Context: an optimization exercise on an open-source flow, tuned for small area, a short achievable clock period and few clock cycles per item. The choices shown serve that exercise and are no tape-out recipe.
No run shown here included a check of the RTL's function; only the layout flow was run.
Power and IR drop assume default switching activity.

==> design/flow/design.v <==
package mvm_accum_pkg;
    localparam int unsigned DEF_VP   = 3;
    localparam int unsigned DEF_EP   = 3;
    localparam int unsigned DEF_WI_X = 4;
    localparam int unsigned DEF_WF_X = 12;
    localparam int unsigned DEF_WI_W = 4;
    localparam int unsigned DEF_WF_W = 12;
    localparam int unsigned DEF_WI_O = 4;
    localparam int unsigned DEF_WF_O = 12;
endpackage
module mvm_lane (
    input  logic        clk,
    input  logic        acc_b,    
    input  logic        first_b,  
    input  logic [7:0]  eneg,     
    input  logic [7:0]  eone,     
    input  logic [7:0]  etwo,     
    input  logic [15:0] w_in,     
    input  logic        o_load,   
    output logic [15:0] data,
    output logic        ovf
);
    localparam logic [32:0] K = 33'h100010800;   
    logic        first, v;
    logic [7:0]  bneg, bone, btwo;
    logic [15:0] w;
    always_ff @(posedge clk) begin
        v     <= acc_b;
        first <= first_b;
        bneg  <= eneg;
        bone  <= eone;
        btwo  <= etwo;
        w     <= w_in;
    end
    logic [32:0] acc_s, acc_c;
    logic [32:0] as_i, ac_i;
    logic [32:0] ns, nc;
    assign as_i = first ? K : acc_s;
    assign ac_i = first ? 33'd0 : acc_c;
    wire [16:0] pp0;
    wire [16:0] pp1;
    wire [16:0] pp2;
    wire [16:0] pp3;
    wire [16:0] pp4;
    wire [16:0] pp5;
    wire [16:0] pp6;
    wire [16:0] pp7;
    wire [16:0] m0 = ({17{bone[0]}} & {w[15], w}) | ({17{btwo[0]}} & {w, 1'b0});
    assign pp0 = {v & ~(m0[16] ^ bneg[0]), m0[15:0] ^ {16{bneg[0]}}};
    wire [16:0] m1 = ({17{bone[1]}} & {w[15], w}) | ({17{btwo[1]}} & {w, 1'b0});
    assign pp1 = {v & ~(m1[16] ^ bneg[1]), m1[15:0] ^ {16{bneg[1]}}};
    wire [16:0] m2 = ({17{bone[2]}} & {w[15], w}) | ({17{btwo[2]}} & {w, 1'b0});
    assign pp2 = {v & ~(m2[16] ^ bneg[2]), m2[15:0] ^ {16{bneg[2]}}};
    wire [16:0] m3 = ({17{bone[3]}} & {w[15], w}) | ({17{btwo[3]}} & {w, 1'b0});
    assign pp3 = {v & ~(m3[16] ^ bneg[3]), m3[15:0] ^ {16{bneg[3]}}};
    wire [16:0] m4 = ({17{bone[4]}} & {w[15], w}) | ({17{btwo[4]}} & {w, 1'b0});
    assign pp4 = {v & ~(m4[16] ^ bneg[4]), m4[15:0] ^ {16{bneg[4]}}};
    wire [16:0] m5 = ({17{bone[5]}} & {w[15], w}) | ({17{btwo[5]}} & {w, 1'b0});
    assign pp5 = {v & ~(m5[16] ^ bneg[5]), m5[15:0] ^ {16{bneg[5]}}};
    wire [16:0] m6 = ({17{bone[6]}} & {w[15], w}) | ({17{btwo[6]}} & {w, 1'b0});
    assign pp6 = {v & ~(m6[16] ^ bneg[6]), m6[15:0] ^ {16{bneg[6]}}};
    wire [16:0] m7 = ({17{bone[7]}} & {w[15], w}) | ({17{btwo[7]}} & {w, 1'b0});
    assign pp7 = {v & ~(m7[16] ^ bneg[7]), m7[15:0] ^ {16{bneg[7]}}};
    wire h0s, h0c;
    mvm_ha u_h0 (.a(bneg[6]), .b(as_i[12]), .s(h0s), .co(h0c));
    wire h1s, h1c;
    mvm_ha u_h1 (.a(as_i[13]), .b(ac_i[13]), .s(h1s), .co(h1c));
    wire t2s, t2c;
    mvm_ffa u_t2 (.a(bneg[7]), .b(as_i[14]), .c(ac_i[14]), .s(t2s), .co(t2c));
    wire h3s, h3c;
    mvm_ha u_h3 (.a(pp0[14]), .b(pp1[12]), .s(h3s), .co(h3c));
    wire t4s, t4c;
    mvm_ffa u_t4 (.a(as_i[15]), .b(ac_i[15]), .c(pp0[15]), .s(t4s), .co(t4c));
    wire h5s, h5c;
    mvm_ha u_h5 (.a(pp1[13]), .b(pp2[11]), .s(h5s), .co(h5c));
    wire t6s, t6c;
    mvm_fa u_t6 (.a(as_i[16]), .b(ac_i[16]), .c(pp0[16]), .s(t6s), .co(t6c));
    wire h7s, h7c;
    mvm_ha u_h7 (.a(pp1[14]), .b(pp2[12]), .s(h7s), .co(h7c));
    wire t8s, t8c;
    mvm_fa u_t8 (.a(as_i[17]), .b(ac_i[17]), .c(pp1[15]), .s(t8s), .co(t8c));
    wire h9s, h9c;
    mvm_ha u_h9 (.a(as_i[18]), .b(ac_i[18]), .s(h9s), .co(h9c));
    wire h10s, h10c;
    mvm_ha u_h10 (.a(bneg[3]), .b(as_i[6]), .s(h10s), .co(h10c));
    wire h11s, h11c;
    mvm_ha u_h11 (.a(as_i[7]), .b(ac_i[7]), .s(h11s), .co(h11c));
    wire t12s, t12c;
    mvm_fa u_t12 (.a(bneg[4]), .b(as_i[8]), .c(ac_i[8]), .s(t12s), .co(t12c));
    wire h13s, h13c;
    mvm_ha u_h13 (.a(pp0[8]), .b(pp1[6]), .s(h13s), .co(h13c));
    wire t14s, t14c;
    mvm_fa u_t14 (.a(as_i[9]), .b(ac_i[9]), .c(pp0[9]), .s(t14s), .co(t14c));
    wire h15s, h15c;
    mvm_ha u_h15 (.a(pp1[7]), .b(pp2[5]), .s(h15s), .co(h15c));
    wire t16s, t16c;
    mvm_fa u_t16 (.a(bneg[5]), .b(as_i[10]), .c(ac_i[10]), .s(t16s), .co(t16c));
    wire t17s, t17c;
    mvm_fa u_t17 (.a(pp0[10]), .b(pp1[8]), .c(pp2[6]), .s(t17s), .co(t17c));
    wire h18s, h18c;
    mvm_ha u_h18 (.a(pp3[4]), .b(pp4[2]), .s(h18s), .co(h18c));
    wire t19s, t19c;
    mvm_fa u_t19 (.a(as_i[11]), .b(ac_i[11]), .c(pp0[11]), .s(t19s), .co(t19c));
    wire t20s, t20c;
    mvm_fa u_t20 (.a(pp1[9]), .b(pp2[7]), .c(pp3[5]), .s(t20s), .co(t20c));
    wire h21s, h21c;
    mvm_ha u_h21 (.a(pp4[3]), .b(pp5[1]), .s(h21s), .co(h21c));
    wire t22s, t22c;
    mvm_fa u_t22 (.a(ac_i[12]), .b(pp0[12]), .c(pp1[10]), .s(t22s), .co(t22c));
    wire t23s, t23c;
    mvm_fa u_t23 (.a(pp2[8]), .b(pp3[6]), .c(pp4[4]), .s(t23s), .co(t23c));
    wire t24s, t24c;
    mvm_fa u_t24 (.a(pp5[2]), .b(pp6[0]), .c(h0s), .s(t24s), .co(t24c));
    wire t25s, t25c;
    mvm_fa u_t25 (.a(pp0[13]), .b(pp1[11]), .c(pp2[9]), .s(t25s), .co(t25c));
    wire t26s, t26c;
    mvm_fa u_t26 (.a(pp3[7]), .b(pp4[5]), .c(pp5[3]), .s(t26s), .co(t26c));
    wire t27s, t27c;
    mvm_ffa u_t27 (.a(pp6[1]), .b(h0c), .c(h1s), .s(t27s), .co(t27c));
    wire t28s, t28c;
    mvm_fa u_t28 (.a(pp2[10]), .b(pp3[8]), .c(pp4[6]), .s(t28s), .co(t28c));
    wire t29s, t29c;
    mvm_fa u_t29 (.a(pp5[4]), .b(pp6[2]), .c(pp7[0]), .s(t29s), .co(t29c));
    wire t30s, t30c;
    mvm_ffa u_t30 (.a(h1c), .b(t2s), .c(h3s), .s(t30s), .co(t30c));
    wire t31s, t31c;
    mvm_fa u_t31 (.a(pp3[9]), .b(pp4[7]), .c(pp5[5]), .s(t31s), .co(t31c));
    wire t32s, t32c;
    mvm_fa u_t32 (.a(pp6[3]), .b(pp7[1]), .c(h3c), .s(t32s), .co(t32c));
    wire t33s, t33c;
    mvm_ffa u_t33 (.a(h5s), .b(t4s), .c(t2c), .s(t33s), .co(t33c));
    wire t34s, t34c;
    mvm_fa u_t34 (.a(pp3[10]), .b(pp4[8]), .c(pp5[6]), .s(t34s), .co(t34c));
    wire t35s, t35c;
    mvm_ffa u_t35 (.a(pp6[4]), .b(pp7[2]), .c(h5c), .s(t35s), .co(t35c));
    wire t36s, t36c;
    mvm_ffa u_t36 (.a(h7s), .b(t6s), .c(t4c), .s(t36s), .co(t36c));
    wire t37s, t37c;
    mvm_fa u_t37 (.a(pp2[13]), .b(pp3[11]), .c(pp4[9]), .s(t37s), .co(t37c));
    wire t38s, t38c;
    mvm_fa u_t38 (.a(pp5[7]), .b(pp6[5]), .c(pp7[3]), .s(t38s), .co(t38c));
    wire t39s, t39c;
    mvm_ffa u_t39 (.a(h7c), .b(t8s), .c(t6c), .s(t39s), .co(t39c));
    wire t40s, t40c;
    mvm_fa u_t40 (.a(pp1[16]), .b(pp2[14]), .c(pp3[12]), .s(t40s), .co(t40c));
    wire t41s, t41c;
    mvm_fa u_t41 (.a(pp4[10]), .b(pp5[8]), .c(pp6[6]), .s(t41s), .co(t41c));
    wire t42s, t42c;
    mvm_ffa u_t42 (.a(pp7[4]), .b(h9s), .c(t8c), .s(t42s), .co(t42c));
    wire t43s, t43c;
    mvm_fa u_t43 (.a(as_i[19]), .b(ac_i[19]), .c(pp2[15]), .s(t43s), .co(t43c));
    wire t44s, t44c;
    mvm_fa u_t44 (.a(pp3[13]), .b(pp4[11]), .c(pp5[9]), .s(t44s), .co(t44c));
    wire t45s, t45c;
    mvm_fa u_t45 (.a(pp6[7]), .b(pp7[5]), .c(h9c), .s(t45s), .co(t45c));
    wire t46s, t46c;
    mvm_fa u_t46 (.a(as_i[20]), .b(ac_i[20]), .c(pp2[16]), .s(t46s), .co(t46c));
    wire t47s, t47c;
    mvm_fa u_t47 (.a(pp3[14]), .b(pp4[12]), .c(pp5[10]), .s(t47s), .co(t47c));
    wire h48s, h48c;
    mvm_ha u_h48 (.a(pp6[8]), .b(pp7[6]), .s(h48s), .co(h48c));
    wire t49s, t49c;
    mvm_fa u_t49 (.a(as_i[21]), .b(ac_i[21]), .c(pp3[15]), .s(t49s), .co(t49c));
    wire t50s, t50c;
    mvm_fa u_t50 (.a(pp4[13]), .b(pp5[11]), .c(pp6[9]), .s(t50s), .co(t50c));
    wire t51s, t51c;
    mvm_fa u_t51 (.a(as_i[22]), .b(ac_i[22]), .c(pp3[16]), .s(t51s), .co(t51c));
    wire h52s, h52c;
    mvm_ha u_h52 (.a(pp4[14]), .b(pp5[12]), .s(h52s), .co(h52c));
    wire t53s, t53c;
    mvm_fa u_t53 (.a(as_i[23]), .b(ac_i[23]), .c(pp4[15]), .s(t53s), .co(t53c));
    wire h54s, h54c;
    mvm_ha u_h54 (.a(as_i[24]), .b(ac_i[24]), .s(h54s), .co(h54c));
    wire h55s, h55c;
    mvm_ha u_h55 (.a(bneg[1]), .b(as_i[2]), .s(h55s), .co(h55c));
    wire h56s, h56c;
    mvm_ha u_h56 (.a(as_i[3]), .b(ac_i[3]), .s(h56s), .co(h56c));
    wire t57s, t57c;
    mvm_fa u_t57 (.a(bneg[2]), .b(as_i[4]), .c(ac_i[4]), .s(t57s), .co(t57c));
    wire h58s, h58c;
    mvm_ha u_h58 (.a(pp0[4]), .b(pp1[2]), .s(h58s), .co(h58c));
    wire t59s, t59c;
    mvm_fa u_t59 (.a(as_i[5]), .b(ac_i[5]), .c(pp0[5]), .s(t59s), .co(t59c));
    wire h60s, h60c;
    mvm_ha u_h60 (.a(pp1[3]), .b(pp2[1]), .s(h60s), .co(h60c));
    wire t61s, t61c;
    mvm_fa u_t61 (.a(ac_i[6]), .b(pp0[6]), .c(pp1[4]), .s(t61s), .co(t61c));
    wire t62s, t62c;
    mvm_fa u_t62 (.a(pp2[2]), .b(pp3[0]), .c(h10s), .s(t62s), .co(t62c));
    wire t63s, t63c;
    mvm_fa u_t63 (.a(pp0[7]), .b(pp1[5]), .c(pp2[3]), .s(t63s), .co(t63c));
    wire t64s, t64c;
    mvm_fa u_t64 (.a(pp3[1]), .b(h10c), .c(h11s), .s(t64s), .co(t64c));
    wire t65s, t65c;
    mvm_fa u_t65 (.a(pp2[4]), .b(pp3[2]), .c(pp4[0]), .s(t65s), .co(t65c));
    wire t66s, t66c;
    mvm_fa u_t66 (.a(h11c), .b(t12s), .c(h13s), .s(t66s), .co(t66c));
    wire t67s, t67c;
    mvm_fa u_t67 (.a(pp3[3]), .b(pp4[1]), .c(h13c), .s(t67s), .co(t67c));
    wire t68s, t68c;
    mvm_fa u_t68 (.a(h15s), .b(t14s), .c(t12c), .s(t68s), .co(t68c));
    wire t69s, t69c;
    mvm_fa u_t69 (.a(pp5[0]), .b(h15c), .c(t16s), .s(t69s), .co(t69c));
    wire t70s, t70c;
    mvm_fa u_t70 (.a(h18s), .b(t17s), .c(t14c), .s(t70s), .co(t70c));
    wire t71s, t71c;
    mvm_fa u_t71 (.a(h18c), .b(h21s), .c(t19s), .s(t71s), .co(t71c));
    wire t72s, t72c;
    mvm_fa u_t72 (.a(t16c), .b(t20s), .c(t17c), .s(t72s), .co(t72c));
    wire t73s, t73c;
    mvm_fa u_t73 (.a(h21c), .b(t22s), .c(t23s), .s(t73s), .co(t73c));
    wire t74s, t74c;
    mvm_fa u_t74 (.a(t19c), .b(t20c), .c(t24s), .s(t74s), .co(t74c));
    wire t75s, t75c;
    mvm_ffa u_t75 (.a(t25s), .b(t26s), .c(t22c), .s(t75s), .co(t75c));
    wire t76s, t76c;
    mvm_fa u_t76 (.a(t23c), .b(t27s), .c(t24c), .s(t76s), .co(t76c));
    wire t77s, t77c;
    mvm_fa u_t77 (.a(t28s), .b(t29s), .c(t25c), .s(t77s), .co(t77c));
    wire t78s, t78c;
    mvm_ffa u_t78 (.a(t26c), .b(t27c), .c(t30s), .s(t78s), .co(t78c));
    wire t79s, t79c;
    mvm_fa u_t79 (.a(t31s), .b(t28c), .c(t29c), .s(t79s), .co(t79c));
    wire t80s, t80c;
    mvm_ffa u_t80 (.a(t32s), .b(t33s), .c(t30c), .s(t80s), .co(t80c));
    wire t81s, t81c;
    mvm_fa u_t81 (.a(t34s), .b(t31c), .c(t35s), .s(t81s), .co(t81c));
    wire t82s, t82c;
    mvm_ffa u_t82 (.a(t32c), .b(t36s), .c(t33c), .s(t82s), .co(t82c));
    wire t83s, t83c;
    mvm_fa u_t83 (.a(t37s), .b(t38s), .c(t34c), .s(t83s), .co(t83c));
    wire t84s, t84c;
    mvm_ffa u_t84 (.a(t35c), .b(t39s), .c(t36c), .s(t84s), .co(t84c));
    wire t85s, t85c;
    mvm_fa u_t85 (.a(t40s), .b(t41s), .c(t37c), .s(t85s), .co(t85c));
    wire t86s, t86c;
    mvm_ffa u_t86 (.a(t38c), .b(t42s), .c(t39c), .s(t86s), .co(t86c));
    wire t87s, t87c;
    mvm_fa u_t87 (.a(t43s), .b(t44s), .c(t40c), .s(t87s), .co(t87c));
    wire t88s, t88c;
    mvm_ffa u_t88 (.a(t41c), .b(t45s), .c(t42c), .s(t88s), .co(t88c));
    wire t89s, t89c;
    mvm_fa u_t89 (.a(h48s), .b(t46s), .c(t47s), .s(t89s), .co(t89c));
    wire t90s, t90c;
    mvm_fa u_t90 (.a(t43c), .b(t44c), .c(t45c), .s(t90s), .co(t90c));
    wire t91s, t91c;
    mvm_fa u_t91 (.a(pp7[7]), .b(h48c), .c(t49s), .s(t91s), .co(t91c));
    wire t92s, t92c;
    mvm_fa u_t92 (.a(t50s), .b(t46c), .c(t47c), .s(t92s), .co(t92c));
    wire t93s, t93c;
    mvm_fa u_t93 (.a(pp6[10]), .b(pp7[8]), .c(h52s), .s(t93s), .co(t93c));
    wire t94s, t94c;
    mvm_fa u_t94 (.a(t51s), .b(t49c), .c(t50c), .s(t94s), .co(t94c));
    wire t95s, t95c;
    mvm_fa u_t95 (.a(pp5[13]), .b(pp6[11]), .c(pp7[9]), .s(t95s), .co(t95c));
    wire t96s, t96c;
    mvm_fa u_t96 (.a(h52c), .b(t53s), .c(t51c), .s(t96s), .co(t96c));
    wire t97s, t97c;
    mvm_fa u_t97 (.a(pp4[16]), .b(pp5[14]), .c(pp6[12]), .s(t97s), .co(t97c));
    wire t98s, t98c;
    mvm_fa u_t98 (.a(pp7[10]), .b(h54s), .c(t53c), .s(t98s), .co(t98c));
    wire t99s, t99c;
    mvm_fa u_t99 (.a(as_i[25]), .b(ac_i[25]), .c(pp5[15]), .s(t99s), .co(t99c));
    wire t100s, t100c;
    mvm_fa u_t100 (.a(pp6[13]), .b(pp7[11]), .c(h54c), .s(t100s), .co(t100c));
    wire t101s, t101c;
    mvm_fa u_t101 (.a(as_i[26]), .b(ac_i[26]), .c(pp5[16]), .s(t101s), .co(t101c));
    wire h102s, h102c;
    mvm_ha u_h102 (.a(pp6[14]), .b(pp7[12]), .s(h102s), .co(h102c));
    wire t103s, t103c;
    mvm_fa u_t103 (.a(as_i[27]), .b(ac_i[27]), .c(pp6[15]), .s(t103s), .co(t103c));
    wire h104s, h104c;
    mvm_ha u_h104 (.a(as_i[28]), .b(ac_i[28]), .s(h104s), .co(h104c));
    wire h105s, h105c;
    mvm_ha u_h105 (.a(bneg[0]), .b(as_i[0]), .s(h105s), .co(h105c));
    wire h106s, h106c;
    mvm_ha u_h106 (.a(as_i[1]), .b(ac_i[1]), .s(h106s), .co(h106c));
    wire t107s, t107c;
    mvm_fa u_t107 (.a(ac_i[2]), .b(pp0[2]), .c(pp1[0]), .s(t107s), .co(t107c));
    wire t108s, t108c;
    mvm_fa u_t108 (.a(pp0[3]), .b(pp1[1]), .c(h55c), .s(t108s), .co(t108c));
    wire t109s, t109c;
    mvm_fa u_t109 (.a(pp2[0]), .b(h56c), .c(t57s), .s(t109s), .co(t109c));
    wire t110s, t110c;
    mvm_fa u_t110 (.a(h58c), .b(h60s), .c(t59s), .s(t110s), .co(t110c));
    wire t111s, t111c;
    mvm_fa u_t111 (.a(h60c), .b(t61s), .c(t59c), .s(t111s), .co(t111c));
    wire t112s, t112c;
    mvm_fa u_t112 (.a(t63s), .b(t61c), .c(t64s), .s(t112s), .co(t112c));
    wire t113s, t113c;
    mvm_fa u_t113 (.a(t65s), .b(t63c), .c(t64c), .s(t113s), .co(t113c));
    wire t114s, t114c;
    mvm_fa u_t114 (.a(t65c), .b(t67s), .c(t68s), .s(t114s), .co(t114c));
    wire t115s, t115c;
    mvm_fa u_t115 (.a(t69s), .b(t67c), .c(t68c), .s(t115s), .co(t115c));
    wire t116s, t116c;
    mvm_fa u_t116 (.a(t71s), .b(t69c), .c(t72s), .s(t116s), .co(t116c));
    wire t117s, t117c;
    mvm_ffa u_t117 (.a(t71c), .b(t73s), .c(t74s), .s(t117s), .co(t117c));
    wire t118s, t118c;
    mvm_ffa u_t118 (.a(t75s), .b(t73c), .c(t74c), .s(t118s), .co(t118c));
    wire t119s, t119c;
    mvm_ffa u_t119 (.a(t77s), .b(t75c), .c(t78s), .s(t119s), .co(t119c));
    wire t120s, t120c;
    mvm_ffa u_t120 (.a(t79s), .b(t77c), .c(t80s), .s(t120s), .co(t120c));
    wire t121s, t121c;
    mvm_ffa u_t121 (.a(t81s), .b(t79c), .c(t82s), .s(t121s), .co(t121c));
    wire t122s, t122c;
    mvm_ffa u_t122 (.a(t83s), .b(t81c), .c(t84s), .s(t122s), .co(t122c));
    wire t123s, t123c;
    mvm_ffa u_t123 (.a(t85s), .b(t83c), .c(t86s), .s(t123s), .co(t123c));
    wire t124s, t124c;
    mvm_ffa u_t124 (.a(t87s), .b(t85c), .c(t88s), .s(t124s), .co(t124c));
    wire t125s, t125c;
    mvm_ffa u_t125 (.a(t89s), .b(t87c), .c(t90s), .s(t125s), .co(t125c));
    wire t126s, t126c;
    mvm_ffa u_t126 (.a(t91s), .b(t92s), .c(t89c), .s(t126s), .co(t126c));
    wire t127s, t127c;
    mvm_fa u_t127 (.a(t93s), .b(t91c), .c(t94s), .s(t127s), .co(t127c));
    wire t128s, t128c;
    mvm_fa u_t128 (.a(t95s), .b(t96s), .c(t93c), .s(t128s), .co(t128c));
    wire t129s, t129c;
    mvm_fa u_t129 (.a(t97s), .b(t95c), .c(t98s), .s(t129s), .co(t129c));
    wire t130s, t130c;
    mvm_fa u_t130 (.a(t99s), .b(t97c), .c(t100s), .s(t130s), .co(t130c));
    wire t131s, t131c;
    mvm_fa u_t131 (.a(h102s), .b(t101s), .c(t99c), .s(t131s), .co(t131c));
    wire t132s, t132c;
    mvm_fa u_t132 (.a(pp7[13]), .b(h102c), .c(t103s), .s(t132s), .co(t132c));
    wire t133s, t133c;
    mvm_fa u_t133 (.a(pp6[16]), .b(pp7[14]), .c(h104s), .s(t133s), .co(t133c));
    wire t134s, t134c;
    mvm_fa u_t134 (.a(as_i[29]), .b(ac_i[29]), .c(pp7[15]), .s(t134s), .co(t134c));
    wire h135s, h135c;
    mvm_ha u_h135 (.a(as_i[30]), .b(ac_i[30]), .s(h135s), .co(h135c));
    wire h136s, h136c;
    mvm_ha u_h136 (.a(ac_i[0]), .b(pp0[0]), .s(h136s), .co(h136c));
    wire t137s, t137c;
    mvm_fa u_t137 (.a(pp0[1]), .b(h105c), .c(h106s), .s(t137s), .co(t137c));
    wire t138s, t138c;
    mvm_fa u_t138 (.a(h106c), .b(h55s), .c(t107s), .s(t138s), .co(t138c));
    wire t139s, t139c;
    mvm_fa u_t139 (.a(h56s), .b(t107c), .c(t108s), .s(t139s), .co(t139c));
    wire t140s, t140c;
    mvm_fa u_t140 (.a(h58s), .b(t108c), .c(t109s), .s(t140s), .co(t140c));
    wire t141s, t141c;
    mvm_fa u_t141 (.a(t57c), .b(t110s), .c(t109c), .s(t141s), .co(t141c));
    wire t142s, t142c;
    mvm_fa u_t142 (.a(t62s), .b(t110c), .c(t111s), .s(t142s), .co(t142c));
    wire t143s, t143c;
    mvm_fa u_t143 (.a(t62c), .b(t112s), .c(t111c), .s(t143s), .co(t143c));
    wire t144s, t144c;
    mvm_fa u_t144 (.a(t66s), .b(t113s), .c(t112c), .s(t144s), .co(t144c));
    wire t145s, t145c;
    mvm_ffa u_t145 (.a(t66c), .b(t114s), .c(t113c), .s(t145s), .co(t145c));
    wire t146s, t146c;
    mvm_ffa u_t146 (.a(t70s), .b(t115s), .c(t114c), .s(t146s), .co(t146c));
    wire t147s, t147c;
    mvm_ffa u_t147 (.a(t70c), .b(t116s), .c(t115c), .s(t147s), .co(t147c));
    wire t148s, t148c;
    mvm_ffa u_t148 (.a(t72c), .b(t117s), .c(t116c), .s(t148s), .co(t148c));
    wire t149s, t149c;
    mvm_ffa u_t149 (.a(t76s), .b(t118s), .c(t117c), .s(t149s), .co(t149c));
    wire t150s, t150c;
    mvm_ffa u_t150 (.a(t76c), .b(t119s), .c(t118c), .s(t150s), .co(t150c));
    wire t151s, t151c;
    mvm_ffa u_t151 (.a(t78c), .b(t120s), .c(t119c), .s(t151s), .co(t151c));
    wire t152s, t152c;
    mvm_ffa u_t152 (.a(t80c), .b(t121s), .c(t120c), .s(t152s), .co(t152c));
    wire t153s, t153c;
    mvm_ffa u_t153 (.a(t82c), .b(t122s), .c(t121c), .s(t153s), .co(t153c));
    wire t154s, t154c;
    mvm_ffa u_t154 (.a(t84c), .b(t123s), .c(t122c), .s(t154s), .co(t154c));
    wire t155s, t155c;
    mvm_ffa u_t155 (.a(t86c), .b(t124s), .c(t123c), .s(t155s), .co(t155c));
    wire t156s, t156c;
    mvm_ffa u_t156 (.a(t125s), .b(t88c), .c(t124c), .s(t156s), .co(t156c));
    wire t157s, t157c;
    mvm_ffa u_t157 (.a(t90c), .b(t126s), .c(t125c), .s(t157s), .co(t157c));
    wire t158s, t158c;
    mvm_ffa u_t158 (.a(t92c), .b(t127s), .c(t126c), .s(t158s), .co(t158c));
    wire t159s, t159c;
    mvm_ffa u_t159 (.a(t94c), .b(t128s), .c(t127c), .s(t159s), .co(t159c));
    wire t160s, t160c;
    mvm_ffa u_t160 (.a(t96c), .b(t129s), .c(t128c), .s(t160s), .co(t160c));
    wire t161s, t161c;
    mvm_ffa u_t161 (.a(t130s), .b(t98c), .c(t129c), .s(t161s), .co(t161c));
    wire t162s, t162c;
    mvm_fa u_t162 (.a(t100c), .b(t131s), .c(t130c), .s(t162s), .co(t162c));
    wire t163s, t163c;
    mvm_fa u_t163 (.a(t101c), .b(t132s), .c(t131c), .s(t163s), .co(t163c));
    wire t164s, t164c;
    mvm_fa u_t164 (.a(t103c), .b(t133s), .c(t132c), .s(t164s), .co(t164c));
    wire t165s, t165c;
    mvm_fa u_t165 (.a(h104c), .b(t134s), .c(t133c), .s(t165s), .co(t165c));
    wire t166s, t166c;
    mvm_fa u_t166 (.a(pp7[16]), .b(h135s), .c(t134c), .s(t166s), .co(t166c));
    wire t167s, t167c;
    mvm_fa u_t167 (.a(as_i[31]), .b(ac_i[31]), .c(h135c), .s(t167s), .co(t167c));
    wire h168s, h168c;
    mvm_ha u_h168 (.a(as_i[32]), .b(ac_i[32]), .s(h168s), .co(h168c));
    assign ns[0] = h136s;
    assign ns[1] = h136c;
    assign ns[2] = t137c;
    assign ns[3] = t138c;
    assign ns[4] = t139c;
    assign ns[5] = t140c;
    assign ns[6] = t141c;
    assign ns[7] = t142c;
    assign ns[8] = t143c;
    assign ns[9] = t144c;
    assign ns[10] = t145c;
    assign ns[11] = t146c;
    assign ns[12] = t147c;
    assign ns[13] = t148c;
    assign ns[14] = t149c;
    assign ns[15] = t150c;
    assign ns[16] = t151c;
    assign ns[17] = t152c;
    assign ns[18] = t153c;
    assign ns[19] = t154c;
    assign ns[20] = t155c;
    assign ns[21] = t156c;
    assign ns[22] = t157c;
    assign ns[23] = t158c;
    assign ns[24] = t159c;
    assign ns[25] = t160c;
    assign ns[26] = t161c;
    assign ns[27] = t162c;
    assign ns[28] = t163c;
    assign ns[29] = t164c;
    assign ns[30] = t165c;
    assign ns[31] = t166c;
    assign ns[32] = t167c;
    assign nc[0] = h105s;
    assign nc[1] = t137s;
    assign nc[2] = t138s;
    assign nc[3] = t139s;
    assign nc[4] = t140s;
    assign nc[5] = t141s;
    assign nc[6] = t142s;
    assign nc[7] = t143s;
    assign nc[8] = t144s;
    assign nc[9] = t145s;
    assign nc[10] = t146s;
    assign nc[11] = t147s;
    assign nc[12] = t148s;
    assign nc[13] = t149s;
    assign nc[14] = t150s;
    assign nc[15] = t151s;
    assign nc[16] = t152s;
    assign nc[17] = t153s;
    assign nc[18] = t154s;
    assign nc[19] = t155s;
    assign nc[20] = t156s;
    assign nc[21] = t157s;
    assign nc[22] = t158s;
    assign nc[23] = t159s;
    assign nc[24] = t160s;
    assign nc[25] = t161s;
    assign nc[26] = t162s;
    assign nc[27] = t163s;
    assign nc[28] = t164s;
    assign nc[29] = t165s;
    assign nc[30] = t166s;
    assign nc[31] = t167s;
    assign nc[32] = h168s;
    wire [26:0] g, p;
    mvm_ha u_gp0 (.a(acc_s[0]), .b(acc_c[0]), .s(p[0]), .co(g[0]));
    mvm_ha u_gp1 (.a(acc_s[1]), .b(acc_c[1]), .s(p[1]), .co(g[1]));
    mvm_ha u_gp2 (.a(acc_s[2]), .b(acc_c[2]), .s(p[2]), .co(g[2]));
    mvm_ha u_gp3 (.a(acc_s[3]), .b(acc_c[3]), .s(p[3]), .co(g[3]));
    mvm_ha u_gp4 (.a(acc_s[4]), .b(acc_c[4]), .s(p[4]), .co(g[4]));
    mvm_ha u_gp5 (.a(acc_s[5]), .b(acc_c[5]), .s(p[5]), .co(g[5]));
    mvm_ha u_gp6 (.a(acc_s[6]), .b(acc_c[6]), .s(p[6]), .co(g[6]));
    mvm_ha u_gp7 (.a(acc_s[7]), .b(acc_c[7]), .s(p[7]), .co(g[7]));
    mvm_ha u_gp8 (.a(acc_s[8]), .b(acc_c[8]), .s(p[8]), .co(g[8]));
    mvm_ha u_gp9 (.a(acc_s[9]), .b(acc_c[9]), .s(p[9]), .co(g[9]));
    mvm_ha u_gp10 (.a(acc_s[10]), .b(acc_c[10]), .s(p[10]), .co(g[10]));
    mvm_ha u_gp11 (.a(acc_s[11]), .b(acc_c[11]), .s(p[11]), .co(g[11]));
    mvm_ha u_gp12 (.a(acc_s[12]), .b(acc_c[12]), .s(p[12]), .co(g[12]));
    mvm_ha u_gp13 (.a(acc_s[13]), .b(acc_c[13]), .s(p[13]), .co(g[13]));
    mvm_ha u_gp14 (.a(acc_s[14]), .b(acc_c[14]), .s(p[14]), .co(g[14]));
    mvm_ha u_gp15 (.a(acc_s[15]), .b(acc_c[15]), .s(p[15]), .co(g[15]));
    mvm_ha u_gp16 (.a(acc_s[16]), .b(acc_c[16]), .s(p[16]), .co(g[16]));
    mvm_ha u_gp17 (.a(acc_s[17]), .b(acc_c[17]), .s(p[17]), .co(g[17]));
    mvm_ha u_gp18 (.a(acc_s[18]), .b(acc_c[18]), .s(p[18]), .co(g[18]));
    mvm_ha u_gp19 (.a(acc_s[19]), .b(acc_c[19]), .s(p[19]), .co(g[19]));
    mvm_ha u_gp20 (.a(acc_s[20]), .b(acc_c[20]), .s(p[20]), .co(g[20]));
    mvm_ha u_gp21 (.a(acc_s[21]), .b(acc_c[21]), .s(p[21]), .co(g[21]));
    mvm_ha u_gp22 (.a(acc_s[22]), .b(acc_c[22]), .s(p[22]), .co(g[22]));
    mvm_ha u_gp23 (.a(acc_s[23]), .b(acc_c[23]), .s(p[23]), .co(g[23]));
    mvm_ha u_gp24 (.a(acc_s[24]), .b(acc_c[24]), .s(p[24]), .co(g[24]));
    mvm_ha u_gp25 (.a(acc_s[25]), .b(acc_c[25]), .s(p[25]), .co(g[25]));
    mvm_ha u_gp26 (.a(acc_s[26]), .b(acc_c[26]), .s(p[26]), .co(g[26]));
    wire G_1_0;
    mvm_g u_G_1_0 (.gh(g[1]), .ph(p[1]), .gl(g[0]), .g(G_1_0));
    wire G_3_2, P_3_2;
    mvm_gp u_G_3_2 (.gh(g[3]), .ph(p[3]), .gl(g[2]), .pl(p[2]), .g(G_3_2), .p(P_3_2));
    wire G_5_4, P_5_4;
    mvm_gp u_G_5_4 (.gh(g[5]), .ph(p[5]), .gl(g[4]), .pl(p[4]), .g(G_5_4), .p(P_5_4));
    wire G_8_7, P_8_7;
    mvm_gp u_G_8_7 (.gh(g[8]), .ph(p[8]), .gl(g[7]), .pl(p[7]), .g(G_8_7), .p(P_8_7));
    wire G_10_9, P_10_9;
    mvm_gp u_G_10_9 (.gh(g[10]), .ph(p[10]), .gl(g[9]), .pl(p[9]), .g(G_10_9), .p(P_10_9));
    wire G_12_11, P_12_11;
    mvm_gp u_G_12_11 (.gh(g[12]), .ph(p[12]), .gl(g[11]), .pl(p[11]), .g(G_12_11), .p(P_12_11));
    wire G_15_14, P_15_14;
    mvm_gp u_G_15_14 (.gh(g[15]), .ph(p[15]), .gl(g[14]), .pl(p[14]), .g(G_15_14), .p(P_15_14));
    wire G_17_16, P_17_16;
    mvm_gp u_G_17_16 (.gh(g[17]), .ph(p[17]), .gl(g[16]), .pl(p[16]), .g(G_17_16), .p(P_17_16));
    wire G_19_18, P_19_18;
    mvm_gp u_G_19_18 (.gh(g[19]), .ph(p[19]), .gl(g[18]), .pl(p[18]), .g(G_19_18), .p(P_19_18));
    wire G_22_21, P_22_21;
    mvm_gp u_G_22_21 (.gh(g[22]), .ph(p[22]), .gl(g[21]), .pl(p[21]), .g(G_22_21), .p(P_22_21));
    wire G_25_24, P_25_24;
    mvm_gp u_G_25_24 (.gh(g[25]), .ph(p[25]), .gl(g[24]), .pl(p[24]), .g(G_25_24), .p(P_25_24));
    wire G_6_4, P_6_4;
    mvm_gp u_G_6_4 (.gh(g[6]), .ph(p[6]), .gl(G_5_4), .pl(P_5_4), .g(G_6_4), .p(P_6_4));
    wire G_13_11, P_13_11;
    mvm_gp u_G_13_11 (.gh(g[13]), .ph(p[13]), .gl(G_12_11), .pl(P_12_11), .g(G_13_11), .p(P_13_11));
    wire G_16_14, P_16_14;
    mvm_gp u_G_16_14 (.gh(g[16]), .ph(p[16]), .gl(G_15_14), .pl(P_15_14), .g(G_16_14), .p(P_16_14));
    wire G_20_18, P_20_18;
    mvm_gp u_G_20_18 (.gh(g[20]), .ph(p[20]), .gl(G_19_18), .pl(P_19_18), .g(G_20_18), .p(P_20_18));
    wire G_23_21, P_23_21;
    mvm_gp u_G_23_21 (.gh(g[23]), .ph(p[23]), .gl(G_22_21), .pl(P_22_21), .g(G_23_21), .p(P_23_21));
    wire G_26_24, P_26_24;
    mvm_gp u_G_26_24 (.gh(g[26]), .ph(p[26]), .gl(G_25_24), .pl(P_25_24), .g(G_26_24), .p(P_26_24));
    wire G_3_0;
    mvm_g u_G_3_0 (.gh(G_3_2), .ph(P_3_2), .gl(G_1_0), .g(G_3_0));
    wire G_10_7, P_10_7;
    mvm_gp u_G_10_7 (.gh(G_10_9), .ph(P_10_9), .gl(G_8_7), .pl(P_8_7), .g(G_10_7), .p(P_10_7));
    wire G_17_14, P_17_14;
    mvm_gp u_G_17_14 (.gh(G_17_16), .ph(P_17_16), .gl(G_15_14), .pl(P_15_14), .g(G_17_14), .p(P_17_14));
    wire G_24_21, P_24_21;
    mvm_gp u_G_24_21 (.gh(g[24]), .ph(p[24]), .gl(G_23_21), .pl(P_23_21), .g(G_24_21), .p(P_24_21));
    wire G_11_7, P_11_7;
    mvm_gp u_G_11_7 (.gh(g[11]), .ph(p[11]), .gl(G_10_7), .pl(P_10_7), .g(G_11_7), .p(P_11_7));
    wire G_18_14, P_18_14;
    mvm_gp u_G_18_14 (.gh(g[18]), .ph(p[18]), .gl(G_17_14), .pl(P_17_14), .g(G_18_14), .p(P_18_14));
    wire G_25_21, P_25_21;
    mvm_gp u_G_25_21 (.gh(G_25_24), .ph(P_25_24), .gl(G_23_21), .pl(P_23_21), .g(G_25_21), .p(P_25_21));
    wire G_12_7, P_12_7;
    mvm_gp u_G_12_7 (.gh(G_12_11), .ph(P_12_11), .gl(G_10_7), .pl(P_10_7), .g(G_12_7), .p(P_12_7));
    wire G_19_14, P_19_14;
    mvm_gp u_G_19_14 (.gh(G_19_18), .ph(P_19_18), .gl(G_17_14), .pl(P_17_14), .g(G_19_14), .p(P_19_14));
    wire G_26_21, P_26_21;
    mvm_gp u_G_26_21 (.gh(G_26_24), .ph(P_26_24), .gl(G_23_21), .pl(P_23_21), .g(G_26_21), .p(P_26_21));
    wire G_6_0;
    mvm_g u_G_6_0 (.gh(G_6_4), .ph(P_6_4), .gl(G_3_0), .g(G_6_0));
    wire G_13_7, P_13_7;
    mvm_gp u_G_13_7 (.gh(G_13_11), .ph(P_13_11), .gl(G_10_7), .pl(P_10_7), .g(G_13_7), .p(P_13_7));
    wire G_20_14, P_20_14;
    mvm_gp u_G_20_14 (.gh(G_20_18), .ph(P_20_18), .gl(G_17_14), .pl(P_17_14), .g(G_20_14), .p(P_20_14));
    wire G_21_14, P_21_14;
    mvm_gp u_G_21_14 (.gh(g[21]), .ph(p[21]), .gl(G_20_14), .pl(P_20_14), .g(G_21_14), .p(P_21_14));
    wire G_22_14, P_22_14;
    mvm_gp u_G_22_14 (.gh(G_22_21), .ph(P_22_21), .gl(G_20_14), .pl(P_20_14), .g(G_22_14), .p(P_22_14));
    wire G_23_14, P_23_14;
    mvm_gp u_G_23_14 (.gh(G_23_21), .ph(P_23_21), .gl(G_20_14), .pl(P_20_14), .g(G_23_14), .p(P_23_14));
    wire G_24_14, P_24_14;
    mvm_gp u_G_24_14 (.gh(G_24_21), .ph(P_24_21), .gl(G_20_14), .pl(P_20_14), .g(G_24_14), .p(P_24_14));
    wire G_11_0;
    mvm_g u_G_11_0 (.gh(G_11_7), .ph(P_11_7), .gl(G_6_0), .g(G_11_0));
    wire G_25_14, P_25_14;
    mvm_gp u_G_25_14 (.gh(G_25_21), .ph(P_25_21), .gl(G_20_14), .pl(P_20_14), .g(G_25_14), .p(P_25_14));
    wire G_12_0;
    mvm_g u_G_12_0 (.gh(G_12_7), .ph(P_12_7), .gl(G_6_0), .g(G_12_0));
    wire G_26_14, P_26_14;
    mvm_gp u_G_26_14 (.gh(G_26_21), .ph(P_26_21), .gl(G_20_14), .pl(P_20_14), .g(G_26_14), .p(P_26_14));
    wire G_13_0;
    mvm_g u_G_13_0 (.gh(G_13_7), .ph(P_13_7), .gl(G_6_0), .g(G_13_0));
    wire G_14_0;
    mvm_g u_G_14_0 (.gh(g[14]), .ph(p[14]), .gl(G_13_0), .g(G_14_0));
    wire G_15_0;
    mvm_g u_G_15_0 (.gh(G_15_14), .ph(P_15_14), .gl(G_13_0), .g(G_15_0));
    wire G_16_0;
    mvm_g u_G_16_0 (.gh(G_16_14), .ph(P_16_14), .gl(G_13_0), .g(G_16_0));
    wire G_17_0;
    mvm_g u_G_17_0 (.gh(G_17_14), .ph(P_17_14), .gl(G_13_0), .g(G_17_0));
    wire G_18_0;
    mvm_g u_G_18_0 (.gh(G_18_14), .ph(P_18_14), .gl(G_13_0), .g(G_18_0));
    wire G_19_0;
    mvm_g u_G_19_0 (.gh(G_19_14), .ph(P_19_14), .gl(G_13_0), .g(G_19_0));
    wire G_20_0;
    mvm_g u_G_20_0 (.gh(G_20_14), .ph(P_20_14), .gl(G_13_0), .g(G_20_0));
    wire G_21_0;
    mvm_g u_G_21_0 (.gh(G_21_14), .ph(P_21_14), .gl(G_13_0), .g(G_21_0));
    wire G_22_0;
    mvm_g u_G_22_0 (.gh(G_22_14), .ph(P_22_14), .gl(G_13_0), .g(G_22_0));
    wire G_23_0;
    mvm_g u_G_23_0 (.gh(G_23_14), .ph(P_23_14), .gl(G_13_0), .g(G_23_0));
    wire G_24_0;
    mvm_g u_G_24_0 (.gh(G_24_14), .ph(P_24_14), .gl(G_13_0), .g(G_24_0));
    wire G_25_0;
    mvm_g u_G_25_0 (.gh(G_25_14), .ph(P_25_14), .gl(G_13_0), .g(G_25_0));
    wire G_26_0;
    mvm_g u_G_26_0 (.gh(G_26_14), .ph(P_26_14), .gl(G_13_0), .g(G_26_0));
    wire [27:12] cy;    
    assign cy[12] = G_11_0;
    assign cy[13] = G_12_0;
    assign cy[14] = G_13_0;
    assign cy[15] = G_14_0;
    assign cy[16] = G_15_0;
    assign cy[17] = G_16_0;
    assign cy[18] = G_17_0;
    assign cy[19] = G_18_0;
    assign cy[20] = G_19_0;
    assign cy[21] = G_20_0;
    assign cy[22] = G_21_0;
    assign cy[23] = G_22_0;
    assign cy[24] = G_23_0;
    assign cy[25] = G_24_0;
    assign cy[26] = G_25_0;
    assign cy[27] = G_26_0;
    wire [27:12] tot;
    assign tot[26:12] = p[26:12] ^ cy[26:12];
    wire inr0, inr1, sg0, sg1, t27_0, t27_1;
    mvm_top u_top (.s(acc_s[32:27]), .c(acc_c[32:27]), .inr0(inr0), .inr1(inr1),
                   .sg0(sg0), .sg1(sg1), .t0(t27_0), .t1(t27_1));
    wire inr = cy[27] ? inr1 : inr0;    
    wire sg  = cy[27] ? sg1 : sg0;      
    assign tot[27] = cy[27] ? t27_1 : t27_0;
    always_ff @(posedge clk) begin
        acc_s <= ns;
        acc_c <= nc;
        if (o_load) begin
            data <= inr ? tot[27:12] : (sg ? 16'h8000 : 16'h7fff);
            ovf  <= ~inr;
        end
    end
endmodule
module mvm_fa (input logic a, b, c, output logic s, co);
    assign s  = a ^ b ^ c;
    assign co = (a & b) | (a & c) | (b & c);
endmodule
module mvm_ffa (input logic a, b, c, output logic s, co);
    logic p;
    mvm_xor2 u_p (.a(a), .b(b), .y(p));
    mvm_xor2 u_s (.a(p), .b(c), .y(s));
    mvm_maj3 u_c (.a(a), .b(b), .c(c), .y(co));
endmodule
module mvm_xor2 (input logic a, b, output logic y);
    assign y = a ^ b;
endmodule
module mvm_maj3 (input logic a, b, c, output logic y);
    assign y = (a & b) | (a & c) | (b & c);
endmodule
module mvm_gp (input logic gh, ph, gl, pl, output logic g, p);
    assign g = gh | (ph & gl);
    assign p = ph & pl;
endmodule
module mvm_g (input logic gh, ph, gl, output logic g);
    assign g = gh | (ph & gl);
endmodule
module mvm_top (input logic [5:0] s, c, output logic inr0, inr1, sg0, sg1, t0, t1);
    wire [5:0] u0 = s + c;
    wire [5:0] u1 = s + c + 6'd1;
    assign inr0 = (u0 == 6'd0) || (u0 == 6'd63);
    assign inr1 = (u1 == 6'd0) || (u1 == 6'd63);
    assign sg0 = u0[5];
    assign sg1 = u1[5];
    assign t0 = u0[0];
    assign t1 = u1[0];
endmodule
module mvm_ha (input logic a, b, output logic s, co);
    assign s  = a ^ b;
    assign co = a & b;
endmodule
module mvm_accum (
    input  logic        clk,
    input  logic        rst,
    input  logic        clr,
    input  logic        s_valid,
    output logic        s_ready,
    input  logic [15:0] s_x,
    input  logic [47:0] s_w,
    output logic        m_valid,
    input  logic        m_ready,
    output logic [47:0] m_data,
    output logic [2:0]  m_ovf
);
    logic [1:0] bc;           
    logic       iv;           
    logic       ilast;        
    logic       afull;        
    logic       s_busy;       
    assign s_ready = ~s_busy;
    wire acc_b  = s_valid & s_ready & ~clr;
    wire o_load = afull & ~m_valid;
    wire [1:0] bc_n    = clr ? 2'd0 : acc_b ? ((bc == 2'd2) ? 2'd0 : bc + 2'd1) : bc;
    wire       afull_n = ~clr & ((iv & ilast) | (afull & ~o_load));
    wire       mval_n  = ~clr & (o_load | (m_valid & ~m_ready));
    wire [16:0] xe = {s_x, 1'b0};
    logic [7:0] eneg, eone, etwo;
    always_comb begin
        for (int i = 0; i < 8; i++) begin
            eneg[i] = xe[2*i+2] & ~(xe[2*i+1] & xe[2*i]);
            eone[i] = xe[2*i+1] ^ xe[2*i];
            etwo[i] = (xe[2*i+2] & ~xe[2*i+1] & ~xe[2*i]) | (~xe[2*i+2] & xe[2*i+1] & xe[2*i]);
        end
    end
    always_ff @(posedge clk or posedge rst) begin
        if (rst) begin
            bc      <= 2'd0;
            iv      <= 1'b0;
            ilast   <= 1'b0;
            afull   <= 1'b0;
            m_valid <= 1'b0;
            s_busy  <= 1'b0;
        end else begin
            bc      <= bc_n;
            iv      <= acc_b;
            ilast   <= acc_b & (bc == 2'd2);
            afull   <= afull_n;
            m_valid <= mval_n;
            s_busy  <= (bc_n == 2'd0) & (mval_n | afull_n);
        end
    end
    for (genvar l = 0; l < 3; l++) begin : g_lane
        mvm_lane u_lane (
            .clk    (clk),
            .acc_b  (acc_b),
            .first_b(acc_b & (bc == 2'd0)),
            .eneg   (eneg & {8{acc_b}}),
            .eone   (eone & {8{acc_b}}),
            .etwo   (etwo & {8{acc_b}}),
            .w_in   (s_w[(2-l)*16 +: 16]),
            .o_load (o_load),
            .data   (m_data[(2-l)*16 +: 16]),
            .ovf    (m_ovf[l])
        );
    end
endmodule
==> design/flow/flow/run.sh <==
#!/bin/bash
set -euo pipefail
mapfile -t KNOBS < <(grep -v '^\s*\(#\|$\)' flow/knobs.txt)
bash standard.sh "${KNOBS[@]}" finish > orfs_make.log 2>&1
==> design/flow/flow/knobs.txt <==
SETUP_SLACK_MARGIN=5.95
MATCH_CELL_FOOTPRINT=0
BUFFER_PORTS_ARGS=-buffer_cell sky130_fd_sc_hd__buf_2
==> design/flow/standard.sh <==
#!/bin/bash
# synth_recipe.tcl (not shown) runs the flow's synth.tcl, then flattens the netlist and writes it again
# the make line also repeats each setting of config.mk as NAME=value (left out here)
make -C /OpenROAD-flow-scripts/flow DESIGN_CONFIG=/design/flow/config.mk WORK_HOME=/design/flow/orfs CLKGATE_MAP_FILE= SYNTH_SCRIPT=/design/flow/synth_recipe.tcl "${@:-finish}"
==> design/flow/config.mk <==
export PLATFORM = sky130hd
export DESIGN_NAME = mvm_accum
export DESIGN_NICKNAME = mvm_accum
export VERILOG_FILES = /design/flow/design.v
export SDC_FILE = /design/flow/constraint.sdc
export NUM_CORES = 4
export LEC_CHECK = 0
export CAP_MARGIN = 20
export CORE_MARGIN = 2
export CORE_UTILIZATION = 40
export CTS_CLUSTER_SIZE = 40
export SLEW_MARGIN = 20
export SYNTH_HIERARCHICAL = 1
==> design/flow/constraint.sdc <==
create_clock -name core_clock -period 9.0 [get_ports {clk}]
set_input_delay 1.8000 -clock core_clock [delete_from_list [all_inputs] [get_ports {clk}]]
set_output_delay 1.8000 -clock core_clock [all_outputs]
set_load 0.01 [all_outputs]
==> run notes, run 1 <==
RePlAce Congestion=0.827; CORE AREA=82100 sq um; largest family of logic cells by synthesized area=adder cells; CP peak stage delay=400 ps; DP HPWL=59900 um; DRC Markers=0; vias in the first global route=23400; worst-path cell with the longest stage delay=dfrtp_1; Post-synth EDFFs=51; RSZ-0062 raised after global routing=no; worst hold endpoint=afull; Seq cells post-synth=382; Ports=122; final-report setup violation count=0; Starting Density=40.4%; Slew @ Worst Pin=639 ps; die area=85200 sq um; simple-gate portion of the synthesized area=8.17%; Layout Utilization=45.4%; CTS tree=done; mapped cell area=33200 sq um; Pre-antenna DRT Iters=6; count leader, synth=xnor2_1; drt wl/cell=20.4 um; Cell Chain, Critical Path=inv_1, buf_2; Mapped Cells=3072; Antenna Violating Nets Remaining=0; Pleak=16.4 nW; die height=292 um; Worst EP arrival=1170 ps; first-pass GRT wire length=134000 um; power per cell area=326 nW/um^2; flop2flop setup slack=6050 ps; gr usage total=19.8%; Synth Area in Adders=29.5%; syn_nets=3625; final worst-path cycle share=33.0%; largest net degree at the start of global routing=67; P_sw=4.91 mW; Nets=3644; initial antenna violation count=10; Slew Limit Fails=0; Synth area leaders=dfxtp_1 20%, fa_1 18%, xnor2_1 11%; Sink Count=382; Reg power frac=22.3%; ys flop type=dfxtp_1; reg2reg end=g_lane[1].u_lane.acc_s[18]; VDD IR max=0.196 mV; later-pin clock latency in the skew report=600 ps; post-synth top area share=19.6%; Worst Hold Slack=524 ps; via count=22800; num rows=105; critical path type=register to primary output; CP startpoint=s_busy; total congestion overflow=0; crit end category=primary output; post-layout min period=2970 ps; Layout area overhead=12.5%; critical path data required time=7200 ps; mux cell area share after synthesis=1.10%; Gate power share=59.9%; H-tree depth=2; CTS root buf=clkbuf_16; R2R depth=10; post-synth top area cell=dfxtp_1; Die X=292 um; worst hold start=ilast; Slew Limit Headroom=57.3%; Avg Cell Area, Syn=10.8 sq um; Hold Vio Cnt, Final=0; Fmax=0.337 GHz; asr flop ratio synth=1.83%; layout cells sized above 1=20.3%; yosys warns=8; CTS Hold Buffers Added=0; post-synthesis cell type count=50; WL final=85800 um; IO buf count=121; Internal=7.24 mW; Seq/Total Area, Yosys=24.7%; Setup TNS Final=0 ps; Initial DRC Count=1838; status=finished clean; Max FO, Critical Path=2; xor-xnor portion of the synthesized cell area=18.7%; max-cap violations=0; top cells by count, synth=432 x xnor2_1, 361 x a22oi_1, 324 x dfxtp_1, 303 x fa_1, 270 x xor2_1; Reg clk slew, reported paths=60 ps; clock power share=17.8%; Hold Path Depth=2; clock buffers created by TritonCTS=47; Compound-Gate Fraction of Synth Area=14.1%; Via density=5.42; Fin Clk Skew=28.3 ps; CTS max path bufs=3; CP startpoint kind=register; Hold Crit Class=register to register; Sw Ratio=40.4%; Crit Reg-Reg Startpoint=g_lane[1].u_lane.btwo[0]
power groups by stage:
| stage | registers [mW] | logic, mW | clock network [mW] |
|---|---|---|---|
| 3_5_place_dp | 2.75 | 6.99 | 0 |
| 6_report | 2.71 | 7.28 | 2.16 |
| 2_1_floorplan | 2.53 | 5.94 | 0 |
| 3_3_place_gp | 2.75 | 6.87 | 0 |
| 5_1_grt | 2.76 | 8.21 | 2.29 |
| 4_1_cts | 2.73 | 7.09 | 2.22 |
worst max-delay path: cells and delay by family, from the launching register on:
kind / cells / cell delay (ps)
buffers and inverters: 2 / 180
flip-flops: 1 / 400
layout by cell type, fill, tap and decap left out, types with 5 or more instances in the layout:
cell type and instances:
a21oi_1 10, bufinv_16 6, nand2b_1 28, nor3b_1 6, buf_12 7, buf_4 76
edfxtp_1 51, or2_2 7, dfxtp_2 16, mux2i_4 6, xor2_1 269, inv_6 5
a22oi_1 360, buf_6 10, xnor2_2 5, clkinv_2 6, fa_1 303, nand2_1 53
nand3b_1 8, inv_1 15, o211ai_2 30, o21ai_1 5, dfxtp_1 216, buf_2 121
dfxtp_4 92, o21ai_0 20, o211ai_1 15, dfrtp_1 6, clkbuf_16 61, a21o_1 154
xnor2_1 430, nor2b_1 189, nor2_1 24, and2_1 107, mux2i_1 24, maj3_2 129
ha_1 180, clkbuf_8 5
state kept, by name, summed over array words and instances, names as in the netlist:
register and count:
ilast 1, g_lane.u_lane.data 48, g_lane.u_lane.btwo 24, bc 2, g_lane.u_lane.v 3, iv 1
g_lane.u_lane.w 48, g_lane.u_lane.ovf 3, g_lane.u_lane.acc_c 99, afull 1, s_busy 1, g_lane.u_lane.acc_s 99
m_valid 1, g_lane.u_lane.bneg 24, g_lane.u_lane.first 3, g_lane.u_lane.bone 24
through the flow:
| stage | power (mW) | area [sq um] | setup slack, ps | cells |
|---|---|---|---|---|
| 2_1_floorplan | 8.47 | 33200 | 6030 | 3072 |
| 3_3_place_gp | 9.62 | 34100 | 5610 | 4032 |
| 3_5_place_dp | 9.74 | 34100 | 5550 | 4032 |
| 4_1_cts | 12.0 | 36200 | 5870 | 4123 |
| 5_1_grt | 13.3 | 37300 | 5920 | 4200 |
| 6_report | 12.2 | 37300 | 6030 | 4202 |
what timing repair did:
| action | CTS | global route |
|---|---|---|
| pin swaps | 4 | 37 |
| resized for setup | 123 | 139 |
| endpoints found under the hold margin | 0 | 0 |
| buffers inserted | 3 | 67 |
| cloned | 0 | 10 |
| setup endpoints to repair | 146 | 101 |
modules after synthesis, one instance, submodules excluded, excerpt:
module | flops+latches | cells
mvm_accum | 7 | 81
mvm_ha | 0 | 1
mvm_fa | 0 | 1
mvm_maj3 | 0 | 1
mvm_gp | 0 | 2
mvm_top | 0 | 32
logic make-up after synthesis:
family,Yosys count
AOI/OAI and AO/OA,614
buffers and inverters,270
adders and majority gates,613
xor gates and xnor gates,705
muxes,35
DFF,382
and+or+nand+nor,453
per-layer routing:
layer  GRT usage, %  vias to the layer above  routed length (um)
met5              0                        -                  56
met4           4.90                       12                2130
met3           4.16                      139                6020
met2           30.9                      746               38500
met1           27.8                    11300               39100
li1               -                    10600                   -
worst max path at each step:
stage | to | depth (start not counted)
2_1_floorplan | g_lane[0].u_lane.acc_s[18] | 10
3_3_place_gp | g_lane[0].u_lane.acc_c[16] | 10
3_5_place_dp | g_lane[0].u_lane.acc_c[16] | 10
4_1_cts | g_lane[1].u_lane.acc_c[16] | 10
5_1_grt | g_lane[0].u_lane.acc_c[16] | 10
6_report | s_ready | 2
area by class of cell:
| cell class | instances | area [sq um] |
|---|---|---|
| Sequential cell | 382 | 8560 |
| Timing Repair Buffer | 220 | 1580 |
| Tap cell | 1070 | 1340 |
| Fill cell | 7683 | 44800 |
| Multi-Input combinational cell | 2424 | 24000 |
| Inverter | 16 | 67.6 |
| Clock inverter | 25 | 339 |
| Clock buffer | 63 | 1460 |
| Antenna cell | 2 | 5.00 |
==> run 2: changes to the inputs <==
--- a/design/flow/design.v
+++ b/design/flow/design.v
@@ -73,11 +73,11 @@
     mvm_ffa u_t4 (.a(as_i[15]), .b(ac_i[15]), .c(pp0[15]), .s(t4s), .co(t4c));
     wire h5s, h5c;
-    mvm_ha u_h5 (.a(pp1[13]), .b(pp2[11]), .s(h5s), .co(h5c));
+    mvm_fha u_h5 (.a(pp1[13]), .b(pp2[11]), .s(h5s), .co(h5c));
     wire t6s, t6c;
-    mvm_fa u_t6 (.a(as_i[16]), .b(ac_i[16]), .c(pp0[16]), .s(t6s), .co(t6c));
+    mvm_ffa u_t6 (.a(as_i[16]), .b(ac_i[16]), .c(pp0[16]), .s(t6s), .co(t6c));
     wire h7s, h7c;
-    mvm_ha u_h7 (.a(pp1[14]), .b(pp2[12]), .s(h7s), .co(h7c));
+    mvm_fha u_h7 (.a(pp1[14]), .b(pp2[12]), .s(h7s), .co(h7c));
     wire t8s, t8c;
-    mvm_fa u_t8 (.a(as_i[17]), .b(ac_i[17]), .c(pp1[15]), .s(t8s), .co(t8c));
+    mvm_ffa u_t8 (.a(as_i[17]), .b(ac_i[17]), .c(pp1[15]), .s(t8s), .co(t8c));
     wire h9s, h9c;
     mvm_ha u_h9 (.a(as_i[18]), .b(ac_i[18]), .s(h9s), .co(h9c));
@@ -127,5 +127,5 @@
     mvm_fa u_t31 (.a(pp3[9]), .b(pp4[7]), .c(pp5[5]), .s(t31s), .co(t31c));
     wire t32s, t32c;
-    mvm_fa u_t32 (.a(pp6[3]), .b(pp7[1]), .c(h3c), .s(t32s), .co(t32c));
+    mvm_ffa u_t32 (.a(pp6[3]), .b(pp7[1]), .c(h3c), .s(t32s), .co(t32c));
     wire t33s, t33c;
     mvm_ffa u_t33 (.a(h5s), .b(t4s), .c(t2c), .s(t33s), .co(t33c));
@@ -209,7 +209,7 @@
     mvm_fa u_t72 (.a(t16c), .b(t20s), .c(t17c), .s(t72s), .co(t72c));
     wire t73s, t73c;
-    mvm_fa u_t73 (.a(h21c), .b(t22s), .c(t23s), .s(t73s), .co(t73c));
+    mvm_ffa u_t73 (.a(h21c), .b(t22s), .c(t23s), .s(t73s), .co(t73c));
     wire t74s, t74c;
-    mvm_fa u_t74 (.a(t19c), .b(t20c), .c(t24s), .s(t74s), .co(t74c));
+    mvm_ffa u_t74 (.a(t19c), .b(t20c), .c(t24s), .s(t74s), .co(t74c));
     wire t75s, t75c;
     mvm_ffa u_t75 (.a(t25s), .b(t26s), .c(t22c), .s(t75s), .co(t75c));
@@ -217,9 +217,9 @@
     mvm_fa u_t76 (.a(t23c), .b(t27s), .c(t24c), .s(t76s), .co(t76c));
     wire t77s, t77c;
-    mvm_fa u_t77 (.a(t28s), .b(t29s), .c(t25c), .s(t77s), .co(t77c));
+    mvm_ffa u_t77 (.a(t28s), .b(t29s), .c(t25c), .s(t77s), .co(t77c));
     wire t78s, t78c;
     mvm_ffa u_t78 (.a(t26c), .b(t27c), .c(t30s), .s(t78s), .co(t78c));
     wire t79s, t79c;
-    mvm_fa u_t79 (.a(t31s), .b(t28c), .c(t29c), .s(t79s), .co(t79c));
+    mvm_ffa u_t79 (.a(t31s), .b(t28c), .c(t29c), .s(t79s), .co(t79c));
     wire t80s, t80c;
     mvm_ffa u_t80 (.a(t32s), .b(t33s), .c(t30c), .s(t80s), .co(t80c));
@@ -229,13 +229,13 @@
     mvm_ffa u_t82 (.a(t32c), .b(t36s), .c(t33c), .s(t82s), .co(t82c));
     wire t83s, t83c;
-    mvm_fa u_t83 (.a(t37s), .b(t38s), .c(t34c), .s(t83s), .co(t83c));
+    mvm_ffa u_t83 (.a(t37s), .b(t38s), .c(t34c), .s(t83s), .co(t83c));
     wire t84s, t84c;
     mvm_ffa u_t84 (.a(t35c), .b(t39s), .c(t36c), .s(t84s), .co(t84c));
     wire t85s, t85c;
-    mvm_fa u_t85 (.a(t40s), .b(t41s), .c(t37c), .s(t85s), .co(t85c));
+    mvm_ffa u_t85 (.a(t40s), .b(t41s), .c(t37c), .s(t85s), .co(t85c));
     wire t86s, t86c;
     mvm_ffa u_t86 (.a(t38c), .b(t42s), .c(t39c), .s(t86s), .co(t86c));
     wire t87s, t87c;
-    mvm_fa u_t87 (.a(t43s), .b(t44s), .c(t40c), .s(t87s), .co(t87c));
+    mvm_ffa u_t87 (.a(t43s), .b(t44s), .c(t40c), .s(t87s), .co(t87c));
     wire t88s, t88c;
     mvm_ffa u_t88 (.a(t41c), .b(t45s), .c(t42c), .s(t88s), .co(t88c));
@@ -243,5 +243,5 @@
     mvm_fa u_t89 (.a(h48s), .b(t46s), .c(t47s), .s(t89s), .co(t89c));
     wire t90s, t90c;
-    mvm_fa u_t90 (.a(t43c), .b(t44c), .c(t45c), .s(t90s), .co(t90c));
+    mvm_ffa u_t90 (.a(t43c), .b(t44c), .c(t45c), .s(t90s), .co(t90c));
     wire t91s, t91c;
     mvm_fa u_t91 (.a(pp7[7]), .b(h48c), .c(t49s), .s(t91s), .co(t91c));
@@ -293,7 +293,7 @@
     mvm_fa u_t114 (.a(t65c), .b(t67s), .c(t68s), .s(t114s), .co(t114c));
     wire t115s, t115c;
-    mvm_fa u_t115 (.a(t69s), .b(t67c), .c(t68c), .s(t115s), .co(t115c));
+    mvm_ffa u_t115 (.a(t69s), .b(t67c), .c(t68c), .s(t115s), .co(t115c));
     wire t116s, t116c;
-    mvm_fa u_t116 (.a(t71s), .b(t69c), .c(t72s), .s(t116s), .co(t116c));
+    mvm_ffa u_t116 (.a(t71s), .b(t69c), .c(t72s), .s(t116s), .co(t116c));
     wire t117s, t117c;
     mvm_ffa u_t117 (.a(t71c), .b(t73s), .c(t74s), .s(t117s), .co(t117c));
@@ -317,5 +317,5 @@
     mvm_ffa u_t126 (.a(t91s), .b(t92s), .c(t89c), .s(t126s), .co(t126c));
     wire t127s, t127c;
-    mvm_fa u_t127 (.a(t93s), .b(t91c), .c(t94s), .s(t127s), .co(t127c));
+    mvm_ffa u_t127 (.a(t93s), .b(t91c), .c(t94s), .s(t127s), .co(t127c));
     wire t128s, t128c;
     mvm_fa u_t128 (.a(t95s), .b(t96s), .c(t93c), .s(t128s), .co(t128c));
@@ -665,4 +665,11 @@
     assign t1 = u1[0];
 endmodule
+module mvm_fha (input logic a, b, output logic s, co);
+    mvm_xor2 u_s (.a(a), .b(b), .y(s));
+    mvm_and2 u_c (.a(a), .b(b), .y(co));
+endmodule
+module mvm_and2 (input logic a, b, output logic y);
+    assign y = a & b;
+endmodule
 module mvm_ha (input logic a, b, output logic s, co);
     assign s  = a ^ b;
==> design/flow/flow/knobs.txt (replaced) <==
SETUP_SLACK_MARGIN=5.95
MATCH_CELL_FOOTPRINT=0
BUFFER_PORTS_ARGS=-buffer_cell sky130_fd_sc_hd__buf_2
CTS_ARGS=-sink_clustering_enable -repair_clock_nets -buf_list sky130_fd_sc_hd__clkbuf_16 -root_buf sky130_fd_sc_hd__clkbuf_16 -sink_clustering_buffer sky130_fd_sc_hd__clkbuf_16 -sink_buffer_max_cap_derate 0.03 -sink_clustering_size 24 -sink_clustering_max_diameter 100
--- a/design/flow/config.mk
+++ b/design/flow/config.mk
@@ -9,5 +9,4 @@
 export CORE_MARGIN = 2
 export CORE_UTILIZATION = 40
-export CTS_CLUSTER_SIZE = 40
 export SLEW_MARGIN = 20
 export SYNTH_HIERARCHICAL = 1
==> run notes, run 2 <==
status=finished clean; critical path type=register to primary output; Slew Limit Fails=0; initial antenna violation count=12; Fillers=7935; later-pin clock latency in the skew report=610 ps; Mapped Cells=3162; Die X=294 um; Crit Reg-Reg Startpoint=g_lane[0].u_lane.first; H-tree depth=1; M1 GR Usage=28.6%; vias in the first global route=23500; total congestion overflow=0; IO buf count=121; global-route track usage on met3=3.68%; Worst Path Buf+Inv=1; met2 global-route usage=30.8%; CTS Hold Buffers Added=0; largest registers=g_lane.u_lane.acc_c: 99 flops, g_lane.u_lane.acc_s: 99 flops; R2R depth=11; RSZ-0062 raised after global routing=yes; yosys warns=8; commonest non-fill, non-tap cells in the layout=429 x xnor2_1, 361 x a22oi_1, 359 x xor2_1, 261 x fa_1, 221 x dfxtp_1; gr usage total=19.9%; Nets=3607; drt wl/cell=20.4 um; critical path depth in cells=1; Worst EP arrival=1180 ps; Fmax=0.336 GHz; GR peak layer=met2; Slew @ Worst Pin=806 ps; Max FO, Critical Path=1; num rows=106; CP startpoint=g_lane[1].u_lane.data[8]; VDD IR max=0.189 mV; Layout Utilization=43.5%; ys flop type=dfxtp_1; post-synth top area share=19.3%; Initial DRC Count=1438; Pre-antenna DRT Iters=6; clock buffers created by TritonCTS=26; critical path's top delay family=flip-flops; Register Area=8510 sq um; Avg Cell Area, Syn=10.6 sq um; reg2reg end=g_lane[0].u_lane.acc_c[16]; Cell Chain, Critical Path=buf_2; DP HPWL=61800 um; CP startpoint kind=register; final worst-path cycle share=33.1%; WL final=85800 um; Layout area overhead=7.88%; worst setup path endpoint=m_data[24]; Post-synth EDFFs=51; placed instance count=4139; asr flop ratio synth=1.83%; largest net degree at the start of global routing=67; top cells by count, synth=432 x xnor2_1, 361 x a22oi_1, 360 x xor2_1, 324 x dfxtp_1, 261 x fa_1; CTS tree=done; DRC Markers=0; Multi-input gate area=24300 sq um; RePlAce Congestion=0.824; worst-path cell with the longest stage delay=edfxtp_1; Slew Limit Headroom=46.3%; CTS root buf=clkbuf_16; CTS max path bufs=3; layout cells sized above 1=18.5%; die height=294 um; post-synth top area cell=dfxtp_1; mapped cell area=33600 sq um; Cell Count, Final, Fillers Out=4205; first-pass GRT wire length=136000 um
==> run 2: worst min-delay path by stage <==
stage / from / endpoint / cells past startpoint
2_1_floorplan: g_lane[0].u_lane.bneg[0] / g_lane[0].u_lane.acc_c[0] / 1
3_3_place_gp: bc[0] / ilast / 1
3_5_place_dp: bc[0] / ilast / 1
4_1_cts: bc[0] / ilast / 1
5_1_grt: bc[0] / ilast / 1
6_report: bc[0] / ilast / 1
==> run 2: cells by family after synthesis <==
group / Yosys count / share of synthesized area (%)
simple gates: 459 / 8.19
xor+xnor: 795 / 20.8
buf+inv: 270 / 3.67
fa+ha+maj: 607 / 27.8
compound gates: 614 / 14.0
flops: 382 / 24.4
mux: 35 / 1.09
==> run 2: Yosys stat by module, one instance, submodules excluded, excerpt <==
module     copies in the design  flip-flops and latches  cell area [sq um]  cells inside
mvm_accum                     1                       7                709            81
mvm_ha                      153                       0               12.5             1
mvm_xor2                    348                       0               8.76             1
mvm_g                        57                       0               7.51             1
mvm_and2                      6                       0               6.26             1
mvm_lane                      3                     125               6060           598
mvm_maj3                    171                       0               11.3             1
mvm_top                       3                       0                259            32
mvm_fa                      258                       0               20.0             1
mvm_gp                       99                       0               13.8             2
==> run 2: layout make-up <==
| class | instances | area share [%] |
|---|---|---|
| sequential | 382 | 23.5 |
| clock inverter | 19 | 0.591 |
| inverter | 16 | 0.187 |
| clock buffer | 29 | 2.00 |
| tap | 1080 | 3.73 |
| antenna | 3 | 0.0207 |
| timing repair buffer | 166 | 2.92 |
| multi-input combinational | 2510 | 67.0 |
==> run 2: report_power, final <==
part	leakage (nW)	total [mW]	internal, mW	switching, mW
logic	12.2	7.28	3.49	3.79
clock network	0.466	1.35	0.622	0.724
registers	3.29	2.70	2.35	0.357
total	16.0	11.3	6.45	4.87
==> run 2: metal layers <==
layer / vias up / part of all wire (%) / wire length (um)
li1: 10700 / - / -
met1: 11200 / 47 / 40200
met2: 696 / 44 / 37900
met3: 136 / 6.8 / 5840
met4: 14 / 2.0 / 1760
met5: - / 0.10 / 90
==> run 2: stage by stage <==
stage                     setup slack (ps)  cell area [sq um]  total power [mW]  hold slack [ps]
final                                 6020              36200              11.3              530
after CTS                             5930              35700              11.4              532
after floorplan                       6140              33600              8.58              450
after detailed placement              5660              34600              9.91              508
after global placement                5630              34600              9.80              502
after global routing                  5820              36200              12.4              554
==> run 2: timing repair <==
| action | 4_1_cts | 5_1_grt |
|---|---|---|
| cloned | 0 | 3 |
| pin swaps | 0 | 19 |
| buffers inserted | 3 | 9 |
| setup endpoints to repair | 138 | 113 |
| resized for setup | 102 | 127 |

static timing again, ports no longer ideal:
The results above use ideal ports. As a check the final layouts listed here were re-extracted and re-timed, cells and wires unchanged. Step 1, drivers: a clkbuf_16 drives clk and a buf_2 each remaining input, both assumed. Step 2, shift: input delay + t, output delay - t, t = (earliest + latest rising clock arrival at the registers) / 2. This alone moves slack from input paths to output paths. Slacks: ideal / step 1 / step 2; pairs: ideal / step 1.
| run | t (ns) | setup slack, ns |
|---|---|---|
| run 1 | 0.653 | 6.030 / 5.963 / 5.762 |
| run 2 | 0.657 | 6.022 / 5.956 / 5.773 |
After both steps every run listed still meets setup and hold.
